Context: an optimization exercise on an open-source flow, tuned for small area, a short achievable clock period and few clock cycles per item. The choices shown serve that exercise and are no tape-out recipe.
In this exercise RTL edits were held to simulation tests only and were not proved equivalent to the original.

==> flow/design.v <==
package rhc_pkg;
  localparam int unsigned HUE_BITS   = 9;
  localparam int unsigned HUE_FULL   = 360;
  localparam int unsigned SECTOR_DEG = 60;
  typedef enum logic [1:0] {
    HB_RED,
    HB_GREEN,
    HB_BLUE,
    HB_RED_NEG
  } hue_base_e;
  typedef struct packed {
    logic [2:0] sector;
    logic [5:0] frac;
  } hue_split_t;
  function automatic logic [23:0] add_bk(input logic [23:0] a, input logic [23:0] b,
                                         input logic ci);
    logic [23:0] p, g, gg, pp;
    p = a ^ b;
    g = a & b;
    g[0] = g[0] | (p[0] & ci);
    gg = g;
    pp = p;
    for (int l = 1; l < 24; l = l * 2) begin
      for (int i = 2 * l - 1; i < 24; i = i + 2 * l) begin
        gg[i] = gg[i] | (pp[i] & gg[i - l]);
        pp[i] = pp[i] & pp[i - l];
      end
    end
    for (int l = 8; l >= 1; l = l / 2) begin
      for (int i = 3 * l - 1; i < 24; i = i + 2 * l) begin
        gg[i] = gg[i] | (pp[i] & gg[i - l]);
        pp[i] = pp[i] & pp[i - l];
      end
    end
    add_bk = p ^ {gg[22:0], ci};
  endfunction
  function automatic logic [23:0] add3_bk(input logic [23:0] a, input logic [23:0] b,
                                          input logic [23:0] c, input logic ci);
    logic [23:0] s, k;
    s = a ^ b ^ c;
    k = (a & b) | (a & c) | (b & c);
    add3_bk = add_bk(s, {k[22:0], 1'b0}, ci);
  endfunction
  function automatic hue_split_t hue_split(input logic [HUE_BITS-1:0] h);
    logic [3:0] cnt;
    logic [HUE_BITS-1:0] hh;
    logic [2:0] sec;
    cnt = 4'd0;
    for (int k = 1; k <= 8; k++) begin
      if (h >= HUE_BITS'(k * SECTOR_DEG)) cnt = 4'(k);
    end
    hh  = h - HUE_BITS'(cnt * SECTOR_DEG);
    sec = (cnt >= 4'd6) ? 3'(cnt - 4'd6) : cnt[2:0];
    hue_split = {sec, hh[5:0]};
  endfunction
endpackage
module rhc_div #(
  parameter int unsigned RW  = 20,
  parameter int unsigned DW  = 12,
  parameter int unsigned TOP = 7,
  parameter int unsigned NS  = 4
) (
  input  logic [RW-1:0] rem_i,
  input  logic [DW-1:0] den_i,
  output logic [RW-1:0] rem_o,
  output logic [NS-1:0] quo_o
);
  always_comb begin
    logic [RW-1:0] r;
    logic [DW:0]   t;
    logic [DW+1:0] diff;
    r = rem_i;
    for (int k = 0; k < NS; k++) begin
      t    = r[(TOP - k) +: DW + 1];
      diff = {1'b0, t} - {2'b00, den_i};
      quo_o[NS-1-k] = !diff[DW+1];
      if (!diff[DW+1]) r[(TOP - k) +: DW + 1] = diff[DW:0];
    end
    rem_o = r;
  end
endmodule
module rgb_hsv_converter #(
  parameter int unsigned CHANNEL_BITS = 8
) (
  input  logic                         clk_i,
  input  logic                         rst_ni,
  input  logic                         cfg_we_i,
  input  logic                         cfg_wdata_i,
  input  logic                         pix_i_valid,
  output logic                         pix_i_ready,
  input  logic [CHANNEL_BITS-1:0]      pix_i_red,
  input  logic [CHANNEL_BITS-1:0]      pix_i_green,
  input  logic [CHANNEL_BITS-1:0]      pix_i_blue,
  input  logic [rhc_pkg::HUE_BITS-1:0] pix_i_hue,
  input  logic [CHANNEL_BITS-1:0]      pix_i_saturation,
  input  logic [CHANNEL_BITS-1:0]      pix_i_brightness,
  input  logic [CHANNEL_BITS-1:0]      pix_i_alpha,
  output logic                         pix_o_valid,
  input  logic                         pix_o_ready,
  output logic [CHANNEL_BITS-1:0]      pix_o_out_red,
  output logic [CHANNEL_BITS-1:0]      pix_o_out_green,
  output logic [CHANNEL_BITS-1:0]      pix_o_out_blue,
  output logic [rhc_pkg::HUE_BITS-1:0] pix_o_out_hue,
  output logic [CHANNEL_BITS-1:0]      pix_o_out_saturation,
  output logic [CHANNEL_BITS-1:0]      pix_o_out_brightness,
  output logic [CHANNEL_BITS-1:0]      pix_o_out_alpha
);
  localparam int unsigned NST = 9;   
  logic dir_q;
  logic en;
  always_ff @(posedge clk_i or negedge rst_ni) begin
    if (!rst_ni) begin
      dir_q <= 1'b0;
    end else if (cfg_we_i) begin
      dir_q <= cfg_wdata_i;
    end
  end
  logic [NST:1] vld_q;
  logic [NST:1] dir_s;
  logic [7:0]   alpha_s [NST+1];
  assign en          = !vld_q[NST] || pix_o_ready;
  assign pix_i_ready = en;
  always_ff @(posedge clk_i or negedge rst_ni) begin
    if (!rst_ni) begin
      vld_q <= '0;
    end else if (en) begin
      vld_q <= {vld_q[NST-1:1], pix_i_valid};
    end
  end
  assign alpha_s[0] = pix_i_alpha;
  always_ff @(posedge clk_i) begin
    if (en) begin
      dir_s <= {dir_s[NST-1:1], dir_q};
      for (int k = 1; k <= NST; k++) alpha_s[k] <= alpha_s[k-1];
    end
  end
  logic [26:0] f1_d;   
  always_comb begin
    logic [7:0] r, g, b, mx, mid, mn;
    logic       g_gt_r, b_gt_r, b_gt_g, neg;
    rhc_pkg::hue_base_e base;
    r = pix_i_red;
    g = pix_i_green;
    b = pix_i_blue;
    g_gt_r = g > r;
    b_gt_r = b > r;
    b_gt_g = b > g;
    if (!g_gt_r && !b_gt_r) begin
      mx   = r;
      mid  = b_gt_g ? b : g;
      mn   = b_gt_g ? g : b;
      neg  = b_gt_g;
      base = b_gt_g ? rhc_pkg::HB_RED_NEG : rhc_pkg::HB_RED;
    end else if (!b_gt_g) begin
      mx   = g;
      mid  = b_gt_r ? b : r;
      mn   = b_gt_r ? r : b;
      neg  = !b_gt_r && (b != r);
      base = rhc_pkg::HB_GREEN;
    end else begin
      mx   = b;
      mid  = g_gt_r ? g : r;
      mn   = g_gt_r ? r : g;
      neg  = g_gt_r;
      base = rhc_pkg::HB_BLUE;
    end
    if (dir_q) f1_d = {2'b00, pix_i_hue, pix_i_saturation, pix_i_brightness};
    else       f1_d = {mx, mid, mn, base, neg};
  end
  logic [26:0] f1_q;
  logic [15:0] u2_d;   
  logic [7:0]  v2_d;   
  logic [8:0]  h2_d;   
  rhc_pkg::hue_split_t hs1;
  assign hs1 = rhc_pkg::hue_split(f1_q[24:16]);
  always_comb begin
    logic [7:0] mx, mid, mn, d, y;
    {mx, mid, mn} = f1_q[26:3];
    d = mx - mn;
    y = mid - mn;
    if (dir_s[1]) begin
      u2_d = f1_q[7:0] * f1_q[15:8];
      v2_d = f1_q[7:0];
      h2_d = {hs1.frac, hs1.sector};
    end else begin
      u2_d = {d, y};
      v2_d = mx;
      h2_d = {f1_q[2:0], (d == 8'd0), 5'd0};
    end
  end
  logic [15:0] u2_q;
  logic [7:0]  v2_q;
  logic [8:0]  h2_q;
  logic [41:0] y3_d;   
  always_comb begin
    logic [7:0]  mx, d, y;
    logic        neg;
    logic [23:0] nsat, nhue, dn;
    mx  = v2_q;
    {d, y} = u2_q;
    neg = h2_q[6];
    nsat = rhc_pkg::add3_bk({8'd0, d, 8'd0}, {8'hff, 8'hff, ~d}, 24'(mx[7:1]), 1'b1);
    dn   = rhc_pkg::add_bk(24'(d), {16'd0, {8{neg}}}, 1'b0);
    nhue = rhc_pkg::add3_bk({10'd0, y, 6'd0}, ~{14'd0, y, 2'd0}, 24'(dn[7:1]), 1'b1);
    if (dir_s[2]) begin
      y3_d = {1'b0, 22'(h2_q[8:3]) * 22'(u2_q) + 22'd7649, h2_q[2:0], u2_q};
    end else begin
      y3_d = {nsat[15:0], nhue[13:0], d, h2_q[8:5]};
    end
  end
  logic [41:0] y3_q;
  logic [7:0]  v3_q;
  logic [15:0] n4_d;   
  logic [26:0] x4_d;   
  logic [13:0] rh3;
  logic [1:0]  qh3;
  rhc_div #(.RW(14), .DW(8), .TOP(5), .NS(2)) u_hdiv3 (
    .rem_i(y3_q[25:12]), .den_i(y3_q[11:4]), .rem_o(rh3), .quo_o(qh3)
  );
  always_comb begin
    logic [23:0] zs, wrs;
    logic [13:0] xq;
    logic [7:0]  wr, a0, r0;
    logic [16:0] t;
    logic [21:0] z;
    z  = y3_q[40:19];
    zs  = rhc_pkg::add3_bk(24'(z), 24'(z[21:8]), 24'(z[21:16]), 1'b1);
    xq  = zs[21:8];
    wrs = rhc_pkg::add_bk(24'(z[7:0]), 24'(xq[7:0]), 1'b0);
    wr  = wrs[7:0];
    t  = 17'(y3_q[15:0]) + 17'(y3_q[15:8]) + 17'd1;
    a0 = t[15:8];
    r0 = y3_q[7:0] + a0;
    if (dir_s[3]) begin
      n4_d = {2'b00, xq};
      x4_d = {y3_q[18:16], wr, a0, r0};
    end else begin
      n4_d = y3_q[41:26];
      x4_d = {1'b0, rh3[11:0], y3_q[11:4], qh3, y3_q[3:0]};
    end
  end
  logic [15:0] n4_q;
  logic [7:0]  v4_q;
  logic [26:0] x4_q;
  logic [7:0]  den4;
  logic [15:0] lr4;
  logic [1:0]  lq4;
  logic [11:0] rh4;
  logic [1:0]  qh4;
  logic [25:0] x5_d;   
  assign den4 = dir_s[4] ? 8'd60 : v4_q;
  rhc_div #(.RW(16), .DW(8), .TOP(7), .NS(2)) u_ldiv4 (
    .rem_i(n4_q), .den_i(den4), .rem_o(lr4), .quo_o(lq4)
  );
  rhc_div #(.RW(12), .DW(8), .TOP(3), .NS(2)) u_hdiv4 (
    .rem_i(x4_q[25:14]), .den_i(x4_q[13:6]), .rem_o(rh4), .quo_o(qh4)
  );
  always_comb begin
    logic [7:0]  v, wr, a0, r0, r0p, p;
    logic        dt;
    logic [14:0] n;
    logic [15:0] nq;
    logic [6:0]  m;
    v   = v4_q;
    {wr, a0, r0} = x4_q[23:0];
    r0p = (r0 == 8'd0) ? 8'd255 : r0;
    p   = v - a0 - 8'(r0[7]);
    dt  = (r0 != 8'd0) && !r0[7];
    n   = {1'b0, r0p, 6'd0} - {5'd0, r0p, 2'd0} - 15'd2 - 15'(wr);
    nq  = 16'(n[13:0]) + 16'(n[13:8]) + 16'd1;
    m   = n[14] ? 7'h7f : {1'b0, nq[13:8]};
    if (dir_s[4]) x5_d = {7'd0, x4_q[26:24], p, dt, m};
    else          x5_d = {rh4[9:0], x4_q[13:6], x4_q[5:4], qh4, x4_q[3:0]};
  end
  logic [13:0] lr5_q;
  logic [1:0]  lq5_q;
  logic [7:0]  v5_q;
  logic [25:0] x5_q;
  logic [7:0]  den5;
  logic [13:0] lr5;
  logic [1:0]  lq5;
  logic [9:0]  rh5;
  logic [1:0]  qh5;
  logic [18:0] x6_d;   
  assign den5 = dir_s[5] ? 8'd60 : v5_q;
  rhc_div #(.RW(14), .DW(8), .TOP(5), .NS(2)) u_ldiv5 (
    .rem_i(lr5_q), .den_i(den5), .rem_o(lr5), .quo_o(lq5)
  );
  rhc_div #(.RW(10), .DW(8), .TOP(1), .NS(2)) u_hdiv5 (
    .rem_i(x5_q[25:16]), .den_i(x5_q[15:8]), .rem_o(rh5), .quo_o(qh5)
  );
  assign x6_d = dir_s[5] ? x5_q[18:0] : {9'd0, x5_q[7:4], qh5, x5_q[3:0]};
  logic [11:0] lr6_q;
  logic [3:0]  lq6_q;
  logic [7:0]  v6_q;
  logic [18:0] x6_q;
  logic [7:0]  den6;
  logic [11:0] lr6;
  logic [1:0]  lq6;
  logic [18:0] x7_d;   
  assign den6 = dir_s[6] ? 8'd60 : v6_q;
  rhc_div #(.RW(12), .DW(8), .TOP(3), .NS(2)) u_ldiv6 (
    .rem_i(lr6_q), .den_i(den6), .rem_o(lr6), .quo_o(lq6)
  );
  always_comb begin
    logic [5:0]  qh;
    logic [8:0]  hue, qx;
    logic [23:0] hs;
    qh = x6_q[9:4];
    case (x6_q[3:2])
      2'(rhc_pkg::HB_RED):   hue = 9'd0;
      2'(rhc_pkg::HB_GREEN): hue = 9'd120;
      2'(rhc_pkg::HB_BLUE):  hue = 9'd240;
      default:               hue = 9'd360;
    endcase
    qx  = {3'd0, qh};
    if (x6_q[1]) qx = ~qx;
    hs  = rhc_pkg::add_bk(24'(hue), 24'(qx), x6_q[1]);
    hue = hs[8:0];
    if (x6_q[0]) hue = '0;
    x7_d = dir_s[6] ? x6_q : {9'd0, hue, x6_q[0]};
  end
  logic [9:0]  lr7_q;
  logic [5:0]  lq7_q;
  logic [7:0]  v7_q;
  logic [18:0] x7_q;
  logic [7:0]  den7;
  logic [9:0]  lr7;
  logic [1:0]  lq7;
  assign den7 = dir_s[7] ? 8'd60 : v7_q;
  rhc_div #(.RW(10), .DW(8), .TOP(1), .NS(2)) u_ldiv7 (
    .rem_i(lr7_q), .den_i(den7), .rem_o(lr7), .quo_o(lq7)
  );
  logic [5:0]  lr8_q;
  logic [7:0]  lq8_q;
  logic [7:0]  v8_q;
  logic [18:0] x8_q;
  logic [7:0] o0_d, o1_d, o2_d;
  logic       o3_d;
  always_comb begin
    logic [7:0]  v, qd, p, q, t;
    logic        dt;
    logic [23:0] qs, ts;
    logic [6:0] m;
    logic [2:0] sec;
    logic       c;
    v   = v8_q;
    qd  = lq8_q;
    {sec, p, dt, m} = x8_q;
    c   = (m == 7'h7f) || (lr8_q > m[5:0]);
    qs  = rhc_pkg::add_bk(24'(v), 24'(~qd), 1'b1);
    q   = qs[7:0];
    ts  = rhc_pkg::add3_bk(24'(p), 24'(qd), 24'({8{dt}}), c);
    t   = ts[7:0];
    if (dir_s[8]) begin
      o3_d = 1'b0;
      case (sec)
        3'd0:    begin o0_d = v; o1_d = t; o2_d = p; end
        3'd1:    begin o0_d = q; o1_d = v; o2_d = p; end
        3'd2:    begin o0_d = p; o1_d = v; o2_d = t; end
        3'd3:    begin o0_d = p; o1_d = q; o2_d = v; end
        3'd4:    begin o0_d = t; o1_d = p; o2_d = v; end
        default: begin o0_d = v; o1_d = p; o2_d = q; end
      endcase
    end else begin
      o0_d = x8_q[0] ? 8'd0 : qd;
      o1_d = v;
      {o3_d, o2_d} = x8_q[9:1];
    end
  end
  logic [7:0] o0_q, o1_q, o2_q;
  logic       o3_q;
  always_ff @(posedge clk_i) begin
    if (en) begin
      f1_q  <= f1_d;
      u2_q  <= u2_d;
      v2_q  <= v2_d;
      h2_q  <= h2_d;
      y3_q  <= y3_d;
      v3_q  <= v2_q;
      n4_q  <= n4_d;
      v4_q  <= v3_q;
      x4_q  <= x4_d;
      lr5_q <= lr4[13:0];
      lq5_q <= lq4;
      v5_q  <= v4_q;
      x5_q  <= x5_d;
      lr6_q <= lr5[11:0];
      lq6_q <= {lq5_q, lq5};
      v6_q  <= v5_q;
      x6_q  <= x6_d;
      lr7_q <= lr6[9:0];
      lq7_q <= {lq6_q, lq6};
      v7_q  <= v6_q;
      x7_q  <= x7_d;
      lr8_q <= lr7[5:0];
      lq8_q <= {lq7_q, lq7};
      v8_q  <= v7_q;
      x8_q  <= x7_q;
      o0_q  <= o0_d;
      o1_q  <= o1_d;
      o2_q  <= o2_d;
      o3_q  <= o3_d;
    end
  end
  assign pix_o_valid          = vld_q[NST];
  assign pix_o_out_red        = dir_s[NST] ? o0_q : 8'd0;
  assign pix_o_out_green      = dir_s[NST] ? o1_q : 8'd0;
  assign pix_o_out_blue       = dir_s[NST] ? o2_q : 8'd0;
  assign pix_o_out_saturation = dir_s[NST] ? 8'd0 : o0_q;
  assign pix_o_out_brightness = dir_s[NST] ? 8'd0 : o1_q;
  assign pix_o_out_hue        = dir_s[NST] ? 9'd0 : {o3_q, o2_q};
  assign pix_o_out_alpha      = alpha_s[NST];
endmodule
==> flow/run.sh <==
#!/bin/bash
# synth_recipe.tcl (not shown) runs the flow's synth.tcl, then flattens the netlist and writes it again
# the make line also repeats each setting of config.mk as NAME=value (left out here)
make -C /OpenROAD-flow-scripts/flow DESIGN_CONFIG=/design/flow/config.mk WORK_HOME=/design/flow/orfs CLKGATE_MAP_FILE= SYNTH_SCRIPT=/design/flow/synth_recipe.tcl finish
==> flow/config.mk <==
export PLATFORM = sky130hd
export DESIGN_NAME = rgb_hsv_converter
export DESIGN_NICKNAME = rgb_hsv_converter
export VERILOG_FILES = /design/flow/design.v
export SDC_FILE = /design/flow/constraint.sdc
export NUM_CORES = 4
export LEC_CHECK = 0
export ABC_AREA = 1
export CAP_MARGIN = 20
export CORE_MARGIN = 2
export CORE_UTILIZATION = 55
export CTS_CLUSTER_DIAMETER = 100
export CTS_CLUSTER_SIZE = 24
export PLACE_DENSITY = 0.65
export SETUP_SLACK_MARGIN = 5
export SLEW_MARGIN = 20
==> flow/constraint.sdc <==
create_clock -name core_clock -period 10.0 [get_ports {clk_i}]
set_input_delay 2.0000 -clock core_clock [delete_from_list [all_inputs] [get_ports {clk_i}]]
set_output_delay 2.0000 -clock core_clock [all_outputs]
set_load 0.01 [all_outputs]
==> summary.md, run 1 <==
| Metric | Value |
|---|---|
| Status | `complete, no violations` |
| Syn Std Cell Area | `0.0351 mm²` |
| Initial antenna violation count | `0` |
| Number of fillers in the final layout | `5592` |
| Max stage delay on crit path | `0.50 ns` |
| Cell taking the most area after synthesis | `edfxtp_1` |
| Critical Path Start Type | `flip-flop` |
| Critical-path top delay cell | `edfxtp_1` |
| Util after Layout | `61.4%` |
| CP most frequent cell | `nand2_1` |
| Clock transition at the registers of the reported paths | `0.10 ns` |
| CORE AREA | `0.0631 mm²` |
| Share of layout cells above drive strength 1 | `5.70%` |
| DR DRC count | `0` |
| Synthesized area per cell | `9.04 µm²` |
| Final slew viol count | `0` |
| CP Class | `flip-flop to flip-flop` |
| Routed length per instance | `16.3 µm` |
| Clock sinks | `454` |
| Worst Reg-to-Reg Cells | `24` |
| DR vias | `25.9k` |
| Crit path buf inv count | `2` |
| RSZ-0062 raised after global routing | `yes` |
| I/O Pins | `122` |
| Seq/Total Area, Yosys | `38.7%` |
| Crit path depth | `24` |
| Final GP Congestion | `0.903` |
| Worst slew pin tran | `1.07 ns` |
| Area Growth Syn to Fin | `10.3%` |
| Routed Antenna Nets | `0` |
| Die area | `0.0658 mm²` |
| Clock buffer depth | `3` |
| Detailed placement HPWL | `60600 µm` |
| Clock root buffer | `clkbuf_16` |
| Worst-Skew Late Latency | `0.60 ns` |
| Area after DPL | `0.0371 mm²` |
| Clk_skew | `0.0204 ns` |
| Worst hold path type | `flip-flop to flip-flop` |
| Cts hold-fix bufs | `0` |
| Delay-heaviest family, CP | `adder cells` |
| Top-area cell type share of the netlist area | `38.0%` |
| Via density | `5.30` |
| # diodes | `0` |
| #FFs+latches synth | `454` |
| Final min period | `4.84 ns` |
| EDFF count, synth | `444` |
| Critical Path End Type | `flip-flop` |
| Die Ht | `257 µm` |
| Setup_tns | `0 ns` |
| Fmax achieved | `207 MHz` |
| Ranking of synthesized cells by area | `edfxtp_1 38%, ha_1 14%, fa_1 9.2%` |
| Vias in the first global route | `25.0k` |
| Net count after synthesis | `4497` |
| Slack of the worst reg-to-reg path | `5.16 ns` |
| Worst Path Max Fanout | `5` |
| Hold_ws | `0.404 ns` |
| Arr. time, crit path | `5.18 ns` |
| WL final | `79700 µm` |
| H-tree levels | `1` |
| Register area | `0.0136 mm²` |
| Largest net degree at the start of global routing | `212` |
| IO Port Bufs | `121` |
| DIE WIDTH | `257 µm` |
| Slew headroom | `28.6%` |
| Warning count from the yosys run | `6` |
| Overall routing resource usage | `24.1%` |
| Initial Util | `55.6%` |
| Hold Crit Depth | `0` |
| Top FF cell, synth | `edfxtp_1` |
| Cell count after synthesis | `3880` |
| Rows | `92` |
| Total Nets Final | `4639` |
| WP data required | `10.34 ns` |
| Max-cap viol count | `0` |
| Iter 0 DRT Violations | `1475` |
| Post-Layout Inst Area | `0.0387 mm²` |
| Final Setup Violations | `0` |
| Clock buffer count from CTS | `25` |
| Ys async rst share | `2.20%` |
| Area of the multi-input gates | `0.0186 mm²` |
| Grt ovf | `0` |
| CTS tree | `yes` |
| First-pass DRT Iterations | `5` |
| Worst-path cell chain | `buf_4, nand2_1, inv_1, fa_1, nand3_1, nand3_1, nand2_1, nand2_1, a21oi_2, fa_2, xnor2_1, fa_1, ha_1, nand2_1, nor4_2, nor4_2, nor2_1, a211oi_2, o21a_1, fa_1, xor2_1, nand2_1, nand2_1, o21ai_0` |
| First-pass GRT wire length | `128000 µm` |
| Yosys cell types | `55` |
| Fin. Hold Viols | `0` |
| Fin crit share | `48.4%` |
-- path summary, 6_finish.rpt --
check,startpoint,endpoint
worst max register to register,h2_q[6],y3_q[25]
worst min-delay path,alpha_s[6][6],alpha_s[7][6]
worst max-delay path,h2_q[6],y3_q[25]
worst min register to register,alpha_s[6][6],alpha_s[7][6]
min in group asynchronous,rst_ni,dir_q
max in group asynchronous,rst_ni,vld_q[8]
-- final cells by class --
type	count	share of cell area, %
clock buffers	26	1.63
clock inverters	11	0.372
inverters	715	6.99
multi-input cells	2610	48.1
flip-flops and latches	454	35.1
well taps	846	2.73
repair buffers	216	5.08
-- repair_timing --
item,in CTS,in global routing
endpoints found under the hold margin,0,0
gates cloned,3,0
resized for setup,9,47
setup buffers,53,31
endpoints found under the setup margin,32,61
pin swaps,1,11
-- stage by stage --
| stage | cells | setup WS [ns] |
|---|---|---|
| 4_1_cts | 4846 | 4.89 |
| 5_1_grt | 4878 | 4.92 |
| 3_3_place_gp | 4753 | 4.07 |
| 6_report | 4878 | 5.16 |
| 3_5_place_dp | 4753 | 4.07 |
| 2_1_floorplan | 3880 | 4.75 |
-- routing by layer --
metal / vias to the layer above / share of wire [%] / routed length [µm] / global-route usage, %
li1: 13100 / - / - / -
met1: 12100 / 42 / 33500 / 30.5
met2: 569 / 51 / 40400 / 43.7
met3: 151 / 3.8 / 2990 / 1.83
met4: 0 / 3.6 / 2840 / 7.56
met5: - / 0 / 0 / 0
-- state kept, by name (all words and copies together) (netlist names), 19 cells and up --
name,count
x7_q,19
alpha_s,72
x6_q,19
f1_q,27
x4_q,27
y3_q,42
x8_q,19
x5_q,26
-- Yosys cell counts, drive strengths merged (4+ instances only) --
| master | count |
|---|---|
| nand4 | 25 |
| mux2 | 9 |
| mux2i | 7 |
| or2 | 19 |
| o211ai | 28 |
| xnor2 | 63 |
| o21a | 6 |
| o22ai | 25 |
| o21ai | 299 |
| o21bai | 13 |
| nor4 | 5 |
| clkinv | 5 |
| buf | 21 |
| a21o | 9 |
| o31ai | 10 |
| ha | 393 |
| inv | 710 |
| o221ai | 15 |
| a31oi | 17 |
| clkbuf | 83 |
| dfrtp | 10 |
| nand3 | 88 |
| edfxtp | 444 |
| a22oi | 4 |
| nand2 | 770 |
| a221oi | 8 |
| and2 | 5 |
| fa | 161 |
| nor3 | 16 |
| a211oi | 9 |
| a21oi | 244 |
| xor2 | 100 |
| nor2 | 249 |
-- cells in the final DEF (no fill, tap or decap), types with 6 or more instances in the layout --
master | Yosys | final
nand3_1 | 83 | 82
o31ai_1 | 10 | 9
nand2_1 | 759 | 751
nand2_4 | 3 | 8
dfrtp_1 | 10 | 10
mux2_2 | 9 | 9
a21o_1 | 9 | 9
xor2_1 | 99 | 99
or2_2 | 18 | 18
fa_1 | 161 | 160
clkbuf_16 | 0 | 25
inv_1 | 706 | 703
xnor2_1 | 63 | 63
o21ai_0 | 287 | 278
o22ai_1 | 25 | 25
o211ai_1 | 27 | 27
a221oi_1 | 8 | 8
a211oi_1 | 9 | 8
o21a_1 | 6 | 6
o21bai_1 | 13 | 13
a31oi_1 | 17 | 17
o221ai_1 | 15 | 15
o21ai_1 | 11 | 18
a21oi_2 | 3 | 12
buf_4 | 0 | 91
nand4_1 | 24 | 24
nor2_1 | 245 | 244
ha_1 | 393 | 389
nand3_2 | 5 | 6
clkdlybuf4s50_1 | 0 | 119
mux2i_1 | 7 | 7
edfxtp_1 | 444 | 444
a21oi_1 | 241 | 231
nand2_2 | 8 | 13
nor3_1 | 16 | 15
-- logic make-up after synthesis --
group / synth area share [%]
and+or+nand+nor: 13.6
buffers and inverters: 8.83
AOI/OAI and AO/OA: 11.0
adders and majority gates: 23.2
DFF: 38.7
xor gates and xnor gates: 4.09
muxes: 0.489
Testbench counts, summed over its fixed seeds: cycles 19,368, items 19,200.
==> run 2, diff against run 1 <==
--- a/flow/config.mk
+++ b/flow/config.mk
@@ -9,8 +9,7 @@
 export CAP_MARGIN = 20
 export CORE_MARGIN = 2
-export CORE_UTILIZATION = 55
+export CORE_UTILIZATION = 40
 export CTS_CLUSTER_DIAMETER = 100
 export CTS_CLUSTER_SIZE = 24
-export PLACE_DENSITY = 0.65
 export SETUP_SLACK_MARGIN = 5
 export SLEW_MARGIN = 20
==> summary.md, run 2 <==
| Metric | Value |
|---|---|
| WHS Endpoint | `alpha_s[4][5] (was alpha_s[7][6])` |
| Final GP Congestion | `0.884 (was 0.903)` |
| First-pass GRT wire length | `129000 µm (was 128000 µm)` |
| CORE AREA | `0.0869 mm² (was 0.0631 mm²)` |
| Syn Std Cell Area | `0.0351 mm² (unchanged)` |
| Total Nets Final | `4640 (was 4639)` |
| Die Ht | `300 µm (was 257 µm)` |
| DR vias | `25.6k (was 25.9k)` |
| Clock transition at the registers of the reported paths | `0.09 ns (was 0.10 ns)` |
| Share of layout cells above drive strength 1 | `5.90% (was 5.70%)` |
| Largest net degree at the start of global routing | `179 (was 212)` |
| Clk_skew | `0.0199 ns (was 0.0204 ns)` |
| Routed length per instance | `15.4 µm (was 16.3 µm)` |
| Fin. Hold Viols | `0 (unchanged)` |
| Final Setup Violations | `0 (unchanged)` |
| Top FF cell, synth | `edfxtp_1 (unchanged)` |
| Clock buffer depth | `3 (unchanged)` |
| Cell Count, Final, Fillers Out | `5188 (was 4878)` |
| Critical Path Start Type | `flip-flop (unchanged)` |
| Cells after DPL | `5067 (was 4753)` |
| Die area | `0.0901 mm² (was 0.0658 mm²)` |
| Rows | `108 (was 92)` |
| Detailed placement HPWL | `60900 µm (was 60600 µm)` |
| Ranking of synthesized cells by area | `edfxtp_1 38%, ha_1 14%, fa_1 9.2% (unchanged)` |
| Synthesized area per cell | `9.04 µm² (unchanged)` |
| Largest reg by FF count | `alpha_s (unchanged)` |
| Clock buffer count from CTS | `25 (unchanged)` |
| Top-area cell type share of the netlist area | `38.0% (unchanged)` |
| Seq/Total Area, Yosys | `38.7% (unchanged)` |
| Max-cap viol count | `0 (unchanged)` |
| Via density | `4.93 (was 5.30)` |
| Worst r2r src | `h2_q[6] (unchanged)` |
| Critical Path End Type | `flip-flop (unchanged)` |
| Area Growth Syn to Fin | `11.7% (was 10.3%)` |
| I/O Pins | `122 (unchanged)` |
| Slack of the worst reg-to-reg path | `5.16 ns (about the same)` |
| Largest regs | `alpha_s (72), y3_q (42) (unchanged)` |
| Initial Util | `40.4% (was 55.6%)` |
| HP Start | `alpha_s[3][5] (was alpha_s[6][6])` |
| Status | `complete, no violations (unchanged)` |
| Grt ovf | `0 (unchanged)` |
| # diodes | `0 (unchanged)` |
| EDFF count, synth | `444 (unchanged)` |
| Arr. time, crit path | `5.18 ns (about the same)` |
| Clock root buffer | `clkbuf_16 (unchanged)` |
| WL final | `79900 µm (was 79700 µm)` |
| DR DRC count | `0 (unchanged)` |
| Synth top cells by count | `759 x nand2_1, 706 x inv_1, 444 x edfxtp_1, 393 x ha_1, 287 x o21ai_0 (unchanged)` |
| Overall routing resource usage | `17.6% (was 24.1%)` |
| Most common cell after layout, fill and taps aside | `nand2_1 (unchanged)` |
| WP data required | `10.33 ns (was 10.34 ns)` |
| Cell taking the most area after synthesis | `edfxtp_1 (unchanged)` |
| Cts hold-fix bufs | `0 (unchanged)` |
| Slew headroom | `33.9% (was 28.6%)` |
| Worst-Skew Late Latency | `0.60 ns (about the same)` |
| Worst Reg-to-Reg Cells | `23 (was 24)` |
| Reg-to-reg critical path endpoint | `y3_q[25] (unchanged)` |
| Initial antenna violation count | `0 (unchanged)` |
| Final min period | `4.84 ns (about the same)` |
| Util after Layout | `45.1% (was 61.4%)` |
| CTS tree | `yes (unchanged)` |
| Setup_tns | `0 ns (unchanged)` |
| Most frequent cells in the layout | `750 x nand2_1, 704 x inv_1, 444 x edfxtp_1 (was 751 x nand2_1, 703 x inv_1, 444 x edfxtp_1)` |
| Final slew viol count | `0 (unchanged)` |
| #FFs+latches synth | `454 (unchanged)` |
| CP Class | `flip-flop to flip-flop (unchanged)` |
| RSZ-0062 raised after global routing | `yes (unchanged)` |
| DIE WIDTH | `300 µm (was 257 µm)` |
| Ys async rst share | `2.20% (unchanged)` |
| Critical path launch point | `h2_q[6] (unchanged)` |
| Iter 0 DRT Violations | `1421 (was 1475)` |
| Cell count after synthesis | `3880 (unchanged)` |
| First-pass DRT Iterations | `8 (was 5)` |
| Net count after synthesis | `4497 (unchanged)` |
| Clock sinks | `454 (unchanged)` |
| Cell with the most instances after synthesis | `nand2_1 (unchanged)` |
| IO Port Bufs | `121 (unchanged)` |
| Max reg flops | `72 (unchanged)` |
| Hold Crit Depth | `0 (unchanged)` |
| Yosys cell types | `55 (unchanged)` |
| Vias in the first global route | `24.7k (was 25.0k)` |
| H-tree levels | `1 (unchanged)` |
| Fin crit share | `48.4% (about the same)` |
| Fmax achieved | `206 MHz (was 207 MHz)` |
| Worst hold path type | `flip-flop to flip-flop (unchanged)` |
| Worst Path Max Fanout | `11 (was 5)` |
| Routed Antenna Nets | `0 (unchanged)` |
| Warning count from the yosys run | `6 (unchanged)` |
| Worst slew pin tran | `0.992 ns (was 1.07 ns)` |
## run 2: cell counts after synthesis
Identical to the previous run, type by type.
## run 2: worst max-delay path by stage
stage	to	slack (ns)	cells after the start
2_1_floorplan	pix_i_ready	4.75	3
3_3_place_gp	pix_i_ready	4.23	4
3_5_place_dp	pix_i_ready	4.23	4
4_1_cts	y3_q[36]	5.00	18
5_1_grt	y3_q[25]	4.91	25
6_report	y3_q[25]	5.16	23
## run 2: cell type report
cell class	instances	area, µm²
clock inverters	8	104
inverters	715	2700
well taps	1155	1450
flip-flops and latches	454	13600
multi-input cells	2609	18700
clock buffers	29	641
fillers	8356	47700
repair buffers	218	2020
## run 2: metal layers
metal	global-route usage, %	vias to the layer above	part of all wire (%)
met5	0	-	0
met4	3.36	0	2.0
met3	1.60	100	3.3
met2	31.7	477	50
met1	23.0	11900	45
li1	-	13100	-
## run 2: what timing repair did
item,in CTS,in global routing
buffers inserted,36,46
resized for setup,15,64
cloned,2,0
endpoints found under the setup margin,35,50
endpoints found under the hold margin,0,0
pin swaps,2,13
## run 2: through the flow
stage / setup slack, ns / area, µm² / hold WS [ns]
after global placement: 4.23 / 37500 / 0.400
after CTS: 5.00 / 38600 / 0.407
after detailed placement: 4.23 / 37500 / 0.405
after global routing: 4.91 / 39200 / 0.424
after floorplan: 4.75 / 35100 / 0.400
final: 5.16 / 39200 / 0.411
## run 2: critical path, stage by stage, from the launching register on
cell and delay, ns:
edfxtp_1 0.42, buf_12 0.17, buf_12 0.14, ha_1 0.38
nand3_1 0.13, nand3_2 0.13, nand2_1 0.06, nand2_1 0.08
a21oi_2 0.06, fa_1 0.40, xnor2_2 0.16, fa_1 0.51
ha_1 0.31, nand2_1 0.10, nor4_4 0.27, nor4_4 0.06
nor2_1 0.12, a211oi_2 0.07, o21a_1 0.19, fa_1 0.38
xor2_1 0.19, nand2_1 0.07, nand2_1 0.06, o21ai_1 0.12
## run 2: kinds of logic (layout without fill, tap and decap cells)
logic type | count (synthesis) | in the layout | share of synthesized area (%)
fa+ha+maj | 554 | 554 | 23.2
flops | 454 | 454 | 38.7
simple gates | 1178 | 1180 | 13.6
mux | 16 | 16 | 0.489
xor+xnor | 163 | 163 | 4.09
compound gates | 696 | 696 | 11.0
buf+inv | 819 | 970 | 8.83

[afterwards: timing with drivers on the ports]
The flow's constraints put no driver on any port. The routed layouts listed below were extracted and timed again, unchanged, in two steps.
Step 1: set_driving_cell puts a clkbuf_16 on clk_i and a buf_2 on each other input, an assumption about the parent block.
Step 2 also shifts input and output timing later by t, the mid clock arrival at the registers, as if the neighbouring blocks saw the same clock.
Slacks: no drivers / after step 1 / after step 2; pairs: no drivers / after step 1.
| run | t (ns) | slack for setup (ns) | worst setup path after step 2 |
|---|---|---|---|
| run 1 | 0.649 | 5.160 / 5.160 / 4.801 | input to register |
| run 2 | 0.654 | 5.157 / 5.138 / 4.708 | input to register |
After both steps setup and hold are still met in every run listed. For run 2, which loses most, drivers alone change the setup slack by -0.019 ns; drivers and shift together by -0.449 ns.
